What follows belongs to an exercise in optimizing a design on an open flow for small area, a short achievable clock period and few clock cycles; a production flow would make more cautious choices. The RTL was checked by simulation tests, not by an equivalence proof against the original design. Power and IR drop assume default switching activity.

==> flow/design.v (excerpt) <==
module mulPipeChip (
	input logic clk,
	input logic arstN,
	input logic in_valid,
	input logic [31:0] in_a,
	input logic [31:0] in_b,
	output logic out_valid,
	output logic [63:0] out_product
);
Size in the first run: about 2600 cells after synthesis, about 290 flip-flops, roughly 130 I/O pins, ~29000 um2 of cells after synthesis.
Settings: LEC_CHECK=0, CAP_MARGIN=20, CORE_MARGIN=2, CORE_UTILIZATION=65, PLACE_DENSITY=0.75, SLEW_MARGIN=20; clock period 13.0 ns.
standard.sh (not shown) runs the stock make flow with config.mk's settings and CLKGATE_MAP_FILE= SYNTH_SCRIPT=/design/flow/synth_recipe.tcl, a recipe that flattens the netlist after the stock synthesis.
==> flow/flow/run.sh <==
#!/bin/bash
set -euo pipefail
MARGIN=$(cat flow/margin.txt)
bash standard.sh SYNTH_ARGS=-noabc SETUP_SLACK_MARGIN="$MARGIN" finish > standard_flow.log 2>&1
==> flow/flow/margin.txt <==
9.3
Testbench counts at the start, summed over its fixed seeds: cycles 16,024.
Then changed:
Settings changed: CAP_MARGIN 20 to 50, CORE_UTILIZATION 65 to 55, PLACE_DENSITY 0.75 to unset, SLEW_MARGIN 20 to 80.
Design area went up by 3.6%.
Die area went up by 18%.
Synthesized area stays the same.
Clock power increases by 4.9%.
Via count fell by 6.2%.
Then changed:
==> flow/flow/run.sh (replaced) <==
#!/bin/bash
# The standard ORFS layout (the standard.sh) with these changes:
# - SYNTH_ARGS=-noabc: Yosys's generic synth skips its early "abc -fast", so
#   extract_fa sees the full adders as the RTL writes them (no inverters
#   between adders); everything else in synthesis is the standard script;
# - clock tree synthesis uses larger sink clusters (a shallower, balanced
#   tree) and no dummy loads;
# - MATCH_CELL_FOOTPRINT=0: the repairs may swap a cell for one of another
#   footprint (a faster port buffer or adder, say).
set -euo pipefail
MARGIN=$(cat flow/margin.txt)
CTS="$(cat flow/cts_args.txt)"
bash standard.sh SYNTH_ARGS=-noabc MATCH_CELL_FOOTPRINT=0 SETUP_SLACK_MARGIN="$MARGIN" "CTS_ARGS=$CTS" finish > standard_flow.log 2>&1
==> flow/flow/cts_args.txt (new file) <==
-sink_clustering_enable -repair_clock_nets -sink_clustering_size 25 -sink_clustering_max_diameter 150 -dont_use_dummy_load
Settings changed: CAP_MARGIN 50 to 20, CORE_UTILIZATION 55 to 60, PLACE_DENSITY set to 0.7, SLEW_MARGIN 80 to 20.
After rerunning:
- The changed run passed the timing, DRC and antenna checks
- worst hold slack gains 0.013 ns
- power falls by 8.4%
- global-route usage rises by 1.7 points
- final area falls by 5.8%
- via count barely changes
- non-clock buffer count falls by 83
- utilization rises by 1.4 points
- fmax hardly moves
- sequential share of layout area rises by 0.99 points
- worst setup slack loses 0.0096 ns
- combinational power falls by 5.1%
Then changed:
==> flow/flow/run.sh (replaced) <==
#!/bin/bash
# The standard ORFS layout (the standard.sh) with these changes:
# - SYNTH_ARGS=-noabc: Yosys's generic synth skips its early "abc -fast", so
#   extract_fa sees the full adders as the RTL writes them (no inverters
#   between adders); everything else in synthesis is the standard script;
# - clock tree synthesis uses larger sink clusters (a shallower, balanced
#   tree) and no dummy loads;
# - REMOVE_ABC_BUFFERS=1: the buffers ABC put in are taken out at floorplan
#   and the placement-aware repairs buffer the nets again.
set -euo pipefail
MARGIN=$(cat flow/margin.txt)
CTS="$(cat flow/cts_args.txt)"
bash standard.sh SYNTH_ARGS=-noabc REMOVE_ABC_BUFFERS=1 SETUP_SLACK_MARGIN="$MARGIN" "CTS_ARGS=$CTS" finish > standard_flow.log 2>&1
==> flow/flow/cts_args.txt (replaced) <==
-sink_clustering_enable -repair_clock_nets -sink_clustering_size 20 -sink_clustering_max_diameter 150 -dont_use_dummy_load
Result: Sequential power stays flat; total power rises by 0.53%; wire length rises by 4.7%; global-route usage rises by 0.93 points; clock-buffer cell count rises by 3; die area is unchanged; worst hold slack barely changes.
Then changed:
==> flow/flow/run.sh (replaced) <==
#!/bin/bash
# The standard ORFS layout (the standard.sh) with these changes:
# - SYNTH_ARGS=-noabc: Yosys's generic synth skips its early "abc -fast", so
#   extract_fa sees the full adders as the RTL writes them (no inverters
#   between adders); everything else in synthesis is the standard script;
# - clock tree synthesis uses larger sink clusters (a shallower, balanced
#   tree) and no dummy loads.
set -euo pipefail
MARGIN=$(cat flow/margin.txt)
CTS="$(cat flow/cts_args.txt)"
bash standard.sh SYNTH_ARGS=-noabc SETUP_SLACK_MARGIN="$MARGIN" "CTS_ARGS=$CTS" finish > standard_flow.log 2>&1
Settings changed: CORE_UTILIZATION 60 to 65, PLACE_DENSITY 0.7 to 0.75.
=>
- worst hold slack is about the same
- clock power went down by about 1%
- design area went up by 2.3%
- setup slack degrades by 0.029 ns
- register-to-register slack degrades by 0.03 ns
- flip-flop and latch count is unchanged
- wire length went up by 2.5%
- critical path depth went up by 1
- cell count went up by 0.53%
Then changed:
==> flow/flow/cts_args.txt (replaced) <==
-sink_clustering_enable -repair_clock_nets -sink_clustering_size 30 -sink_clustering_max_diameter 200 -dont_use_dummy_load
Settings changed: CORE_UTILIZATION 65 to 60, PLACE_DENSITY 0.75 to 0.7.
=>
- power decreases by 2.5%
- non-clock buffer count decreases by 48
- worst setup slack gets better by 0.029 ns
- global-route usage shrinks by 2.8 points
- synthesized area is unchanged
- clock skew barely changes
- synthesized cell count does not change
- via count drops by about 6%
- maximum frequency grows by about 0.8%
- routed wire length shrinks by 8.9%
- cell area drops by about 3.5%

==> re-timing with driven ports <==
The flow's constraints put no driver on any port. The routed layouts listed below were extracted and timed again, unchanged, in two steps. Step 1, drivers: a clkbuf_16 drives clk and a buf_2 each remaining input, both assumed. Step 2, shift: input delay + t, output delay - t, t = (earliest + latest rising clock arrival at the registers) / 2. This alone moves slack from input paths to output paths. Slacks: ideal / step 1 / step 2; pairs: ideal / step 1.
run | t (ns) | setup WS [ns] | worst setup path after step 2 | clock arrival spread, ns | cell pins on the clock port's net
the first run | 0.684 | 9.304 / 9.243 / 9.262 | input to register | 0.051 / 0.051 | 1
the second run | 0.614 | 9.324 / 9.265 / 9.324 | register to register | 0.022 / 0.022 | 1
the third run | 0.617 | 9.314 / 9.252 / 9.320 | input to register | 0.077 / 0.077 | 1
the fourth run | 0.601 | 9.295 / 9.270 / 9.295 | register to register | 0.089 / 0.090 | 1
the fifth run | 0.615 | 9.266 / 9.251 / 9.266 | register to register | 0.049 / 0.050 | 1
the sixth run | 0.603 | 9.295 / 9.265 / 9.295 | register to register | 0.048 / 0.047 | 1
After both steps every run listed still meets setup and hold. The setup slack of the first run, which loses most, moves by -0.061 ns with the drivers and by -0.042 ns with both steps.
